From an optimization exercise on the open Yosys and OpenROAD flow, aimed at small area, a short achievable clock period and few clock cycles per item; shortcuts taken in it are not production practice. Where RTL was checked, it was by simulation tests only, not by an equivalence proof against the original.

==> build 2 <==
==> flow/design.v (excerpt) <==
module des_core
(
	input  logic        clk,
	input  logic        rst,
	input  logic        i_start,
	input  logic        i_mode,
	input  logic [63:0] i_key,
	input  logic [63:0] i_block,
	output logic        o_valid,
	output logic [63:0] o_block
);
==> module des_core, before the edit <==
module des_core
(
	input  logic        clk,
	input  logic        rst,
	input  logic        i_start,
	input  logic        i_mode,
	input  logic [63:0] i_key,
	input  logic [63:0] i_block,
	output logic        o_valid,
	output logic [63:0] o_block
);
	logic       act;
	logic       vld;
	logic [3:0] cnt;
	logic       mode_q;
	logic       act_next;
	logic       vld_next;
	logic       mode_next;
	logic       one_next;
	logic       sel_l1, sel_l2, sel_r1, sel_r2;
	assign vld_next  = act && !vld && (cnt == 4'd15);
	assign act_next  = act ? !vld : i_start;
	assign mode_next = act ? mode_q : i_mode;
	assign one_next  = !act || (cnt == 4'd6) || (cnt == 4'd13) || (cnt == 4'd14);
	always_ff @(posedge clk or posedge rst)
	begin
		if (rst)
		begin
			act    <= 1'b0;
			vld    <= 1'b0;
			sel_l1 <= 1'b0;
			sel_l2 <= 1'b0;
			sel_r1 <= 1'b0;
			sel_r2 <= 1'b0;
		end
		else
		begin
			act    <= act_next;
			vld    <= vld_next;
			sel_l1 <= act_next && !mode_next && one_next;
			sel_l2 <= act_next && !mode_next && !one_next;
			sel_r1 <= act_next && mode_next && one_next;
			sel_r2 <= act_next && mode_next && !one_next;
		end
	end
	always_ff @(posedge clk)
	begin
		mode_q <= mode_next;
		cnt    <= act ? cnt + 4'd1 : 4'd0;
	end
	logic [55:0] pc1_key;
	logic [55:0] cd;
	logic [55:0] cd_next;
	logic [27:0] c;
	logic [27:0] d;
	logic [47:0] subkey;
	always_comb
	begin
		for (int i = 0; i < 56; i++)
			pc1_key[55 - i] = i_key[64 - des_tables_pkg::PC1_TABLE[7 * (55 - i) +: 7]];
	end
	assign c = cd[55:28];
	assign d = cd[27:0];
	logic s_ld_d, s_ld_e;
	assign s_ld_d = !act && i_mode;
	assign s_ld_e = !act && !i_mode;
	assign cd_next =
		({56{s_ld_d}} & pc1_key) |
		({56{s_ld_e}} & {pc1_key[54:28], pc1_key[55], pc1_key[26:0], pc1_key[27]}) |
		({56{sel_l1}} & {c[26:0], c[27], d[26:0], d[27]}) |
		({56{sel_l2}} & {c[25:0], c[27:26], d[25:0], d[27:26]}) |
		({56{sel_r1}} & {c[0], c[27:1], d[0], d[27:1]}) |
		({56{sel_r2}} & {c[1:0], c[27:2], d[1:0], d[27:2]});
	always_ff @(posedge clk)
		cd <= cd_next;
	always_comb
	begin
		for (int i = 0; i < 48; i++)
			subkey[47 - i] = cd[56 - des_tables_pkg::PC2_TABLE[7 * (47 - i) +: 7]];
	end
	logic [31:0] l_q;
	logic [47:0] x_q;
	logic [31:0] r_cur;
	logic [31:0] f_out;
	logic [31:0] sbox_out;
	logic [63:0] ip_block;
	logic [47:0] subkey_next;
	logic [47:0] e_ip;
	logic [47:0] e_l;
	logic [47:0] e_f;
	logic [47:0] x_key;
	logic [63:0] pre;
	logic [63:0] fp_block;
	always_comb
	begin
		for (int i = 0; i < 64; i++)
			ip_block[63 - i] = i_block[64 - des_tables_pkg::IP_TABLE[7 * (63 - i) +: 7]];
	end
	always_comb
	begin
		for (int i = 0; i < 48; i++)
			subkey_next[47 - i] = cd_next[56 - des_tables_pkg::PC2_TABLE[7 * (47 - i) +: 7]];
	end
	for (genvar b = 0; b < 8; b++)
	begin : g_rec
		assign r_cur[31 - 4 * b -: 4] = x_q[46 - 6 * b -: 4] ^ subkey[46 - 6 * b -: 4];
	end
	always_comb
	begin
		for (int i = 0; i < 48; i++)
		begin
			e_ip[47 - i] = ip_block[32 - des_tables_pkg::E_TABLE[7 * (47 - i) +: 7]];
			e_l[47 - i]  = l_q[32 - des_tables_pkg::E_TABLE[7 * (47 - i) +: 7]];
			e_f[47 - i]  = f_out[32 - des_tables_pkg::E_TABLE[7 * (47 - i) +: 7]];
		end
	end
	for (genvar b = 0; b < 8; b++)
	begin : g_sbox
		logic [5:0] grp;
		assign grp = x_q[47 - 6 * b -: 6];
		assign sbox_out[31 - 4 * b -: 4] =
			des_tables_pkg::SBOX[4 * (511 - 64 * b - {grp[5], grp[0], grp[4:1]}) +: 4];
	end
	always_comb
	begin
		for (int i = 0; i < 32; i++)
			f_out[31 - i] = sbox_out[32 - des_tables_pkg::P_TABLE[7 * (31 - i) +: 7]];
	end
	assign x_key = e_l ^ subkey_next;
	always_ff @(posedge clk)
	begin
		if (!act)
		begin
			l_q <= ip_block[63:32];
			x_q <= e_ip ^ subkey_next;
		end
		else
		begin
			l_q <= r_cur;
			x_q <= e_f ^ x_key;
		end
	end
	assign pre = {r_cur, l_q};
	always_comb
	begin
		for (int i = 0; i < 64; i++)
			fp_block[63 - i] = pre[64 - des_tables_pkg::FP_TABLE[7 * (63 - i) +: 7]];
	end
	assign o_valid = vld;
	assign o_block = vld ? fp_block : 64'd0;
endmodule
clock: 4.0 ns
lec_check: 0
cap_margin: 20
core_margin: 2
core_utilization: 55
cts_buf_list: sky130_fd_sc_hd__clkbuf_4 sky130_fd_sc_hd__clkbuf_8
setup_slack_margin: 1.5
slew_margin: 20
standard.sh (not shown) runs the stock make flow with config.mk's settings and CLKGATE_MAP_FILE= SYNTH_SCRIPT=/design/flow/synth_recipe.tcl, a recipe that flattens the netlist after the stock synthesis.
==> flow/flow/run.sh <==
#!/bin/bash
# Own layout flow: the standard ORFS flow with two changes.
#  1. Synthesis: ORFS's synthesis script unchanged, but with an area-oriented ABC
#     script (flow/abc_map.script) and without the half/full-adder extraction.
#     a222oi is not used: its pins are hard to reach for the router.
#  2. Port buffers: buffer_ports uses the smallest buffer (buf_1).
# Every tool's output goes to the ORFS logs under orfs/logs and to flow_*.log here.
set -euo pipefail
WORK=$(pwd)
R=$WORK/orfs/results/$FLOW_PLATFORM/des_core/base

# private copy of the ORFS scripts folder for synthesis, with our ABC script
rm -rf "$WORK/synth_scripts"
cp -r "$FLOW_HOME/scripts" "$WORK/synth_scripts"
cp "$WORK/flow/abc_map.script" "$WORK/synth_scripts/abc_area.script"
sed -i 's/^set lib_dont_use_args ""$/set lib_dont_use_args "-dont_use sky130_fd_sc_hd__a222oi_1"/' \
	"$WORK/synth_scripts/synth_preamble.tcl"
grep -q 'a222oi' "$WORK/synth_scripts/synth_preamble.tcl"

SCRIPTS_DIR="$WORK/synth_scripts" ABC_AREA=1 ADDER_MAP_FILE= \
	bash standard.sh synth > "$WORK/flow_synth.log" 2>&1

BUFFER_PORTS_ARGS="-buffer_cell sky130_fd_sc_hd__buf_1" \
	bash standard.sh > "$WORK/flow_layout.log" 2>&1
==> flow/flow/abc_map.script <==
strash; &get -n; &fraig -x; &put; dc2; strash; &get -n; &dch -f; &nf -R 1000; &put
==> trial 58: changes against build 2 <==
--- a/flow/design.v
+++ b/flow/design.v
@@ -97,2 +97,31 @@
 `timescale 1ns/1ps
+module des_feistel
+(
+	input  logic [31:0] i_right,
+	input  logic [47:0] i_subkey,
+	output logic [31:0] o_f
+);
+	logic [47:0] expanded;
+	logic [47:0] mixed;
+	logic [31:0] sbox_out;
+	always_comb
+	begin
+		for (int i = 0; i < 48; i++)
+			expanded[47 - i] = i_right[32 - des_tables_pkg::E_TABLE[7 * (47 - i) +: 7]];
+	end
+	assign mixed = expanded ^ i_subkey;
+	for (genvar b = 0; b < 8; b++)
+	begin : g_sbox
+		logic [5:0] grp;
+		assign grp = mixed[47 - 6 * b -: 6];
+		assign sbox_out[31 - 4 * b -: 4] =
+			des_tables_pkg::SBOX[4 * (511 - 64 * b - {grp[5], grp[0], grp[4:1]}) +: 4];
+	end
+	always_comb
+	begin
+		for (int i = 0; i < 32; i++)
+			o_f[31 - i] = sbox_out[32 - des_tables_pkg::P_TABLE[7 * (31 - i) +: 7]];
+	end
+endmodule
+`timescale 1ns/1ps
 module des_core
@@ -178,12 +207,5 @@
 	logic [31:0] l_q;
-	logic [47:0] x_q;
-	logic [31:0] r_cur;
+	logic [31:0] r_q;
 	logic [31:0] f_out;
-	logic [31:0] sbox_out;
 	logic [63:0] ip_block;
-	logic [47:0] subkey_next;
-	logic [47:0] e_ip;
-	logic [47:0] e_l;
-	logic [47:0] e_f;
-	logic [47:0] x_key;
 	logic [63:0] pre;
@@ -195,33 +217,7 @@
 	end
-	always_comb
-	begin
-		for (int i = 0; i < 48; i++)
-			subkey_next[47 - i] = cd_next[56 - des_tables_pkg::PC2_TABLE[7 * (47 - i) +: 7]];
-	end
-	for (genvar b = 0; b < 8; b++)
-	begin : g_rec
-		assign r_cur[31 - 4 * b -: 4] = x_q[46 - 6 * b -: 4] ^ subkey[46 - 6 * b -: 4];
-	end
-	always_comb
-	begin
-		for (int i = 0; i < 48; i++)
-		begin
-			e_ip[47 - i] = ip_block[32 - des_tables_pkg::E_TABLE[7 * (47 - i) +: 7]];
-			e_l[47 - i]  = l_q[32 - des_tables_pkg::E_TABLE[7 * (47 - i) +: 7]];
-			e_f[47 - i]  = f_out[32 - des_tables_pkg::E_TABLE[7 * (47 - i) +: 7]];
-		end
-	end
-	for (genvar b = 0; b < 8; b++)
-	begin : g_sbox
-		logic [5:0] grp;
-		assign grp = x_q[47 - 6 * b -: 6];
-		assign sbox_out[31 - 4 * b -: 4] =
-			des_tables_pkg::SBOX[4 * (511 - 64 * b - {grp[5], grp[0], grp[4:1]}) +: 4];
-	end
-	always_comb
-	begin
-		for (int i = 0; i < 32; i++)
-			f_out[31 - i] = sbox_out[32 - des_tables_pkg::P_TABLE[7 * (31 - i) +: 7]];
-	end
-	assign x_key = e_l ^ subkey_next;
+	des_feistel u_feistel (
+		.i_right  (r_q),
+		.i_subkey (subkey),
+		.o_f      (f_out)
+	);
 	always_ff @(posedge clk)
@@ -231,3 +227,3 @@
 			l_q <= ip_block[63:32];
-			x_q <= e_ip ^ subkey_next;
+			r_q <= ip_block[31:0];
 		end
@@ -235,7 +231,7 @@
 		begin
-			l_q <= r_cur;
-			x_q <= e_f ^ x_key;
-		end
-	end
-	assign pre = {r_cur, l_q};
+			l_q <= r_q;
+			r_q <= l_q ^ f_out;
+		end
+	end
+	assign pre = {r_q, l_q};
 	always_comb
Settings changed: SETUP_SLACK_MARGIN 1.5 to 1.7.
==> comparison table <==
| metric | trial 58 | build 2 |
|---|---|---|
| Run status | timing/DRC/antenna clean | timing/DRC/antenna clean |
| Global-route met3 utilization | 6.443% | 5.747% |
| Non-clock buffers, area share | 10.19% | 7.770% |
| Slew at the pin closest to its max-slew limit | 988.4 ps | 799.4 ps |
| Critical path buffer and inverter count | 3 | 2 |
| Portion of the post-synthesis area used by sequential elements | 29.85% | 29.44% |
| Post-Synth XOR/XNOR Area | 12.82% | 15.78% |
| Global-route track usage on met2 | 53.63% | 52.71% |
| Type of element launching the critical path | flip-flop | primary input |
| Number of placed instances with taps included | 1556 | 1770 |
| Synth Instances | 1140 | 1333 |
| Comb_multi_in | 1007 | 1150 |
| Period utilization | 60.99% | 61.09% |
| Worst-case headroom to the max-slew limit | 34.11% | 46.65% |
| Detailed-routing iteration count for the pre-antenna-repair pass | 8 | 6 |
| Worst Setup EP | o_block[2] | x_q[40] |
| Area of the core | 15830 sq um | 17960 sq um |
| Critical path origin | vld | i_mode |
| Layout inverter count without the clock tree | 2 | 37 |
Testbench counts of trial 58, summed over its fixed seeds: cycles 43,200, items 2,400.
The RTL of build 2 was laid out without a check of its function.

[afterwards: timing with drivers on the ports]
Ports are ideal in the flow. The routed layouts listed here were re-timed in OpenROAD.
Step 1: set_driving_cell puts a clkbuf_16 on clk and a buf_2 on each other input, an assumption about the parent block.
Step 2 adds t to the input delays and takes it off the output delays; t is the mean of the earliest and latest rising clock arrival at the registers after step 1. Input paths then give back, and output paths get back, about the clock's delay inside the block.
Three values: no drivers, after step 1, after step 2; two values: the first two.
run | t, ns | setup WS [ns] | worst setup path after step 2 | pins driven straight from the clock port
build 2 | 0.518 | 1.556 / 1.571 / 1.052 | input to register | 1
trial 58 | 0.502 | 1.560 / 1.521 / 1.576 | input to register | 1
After both steps every run listed still meets setup and hold. For build 2, which loses most, drivers alone change the setup slack by +0.015 ns; drivers and shift together by -0.504 ns.
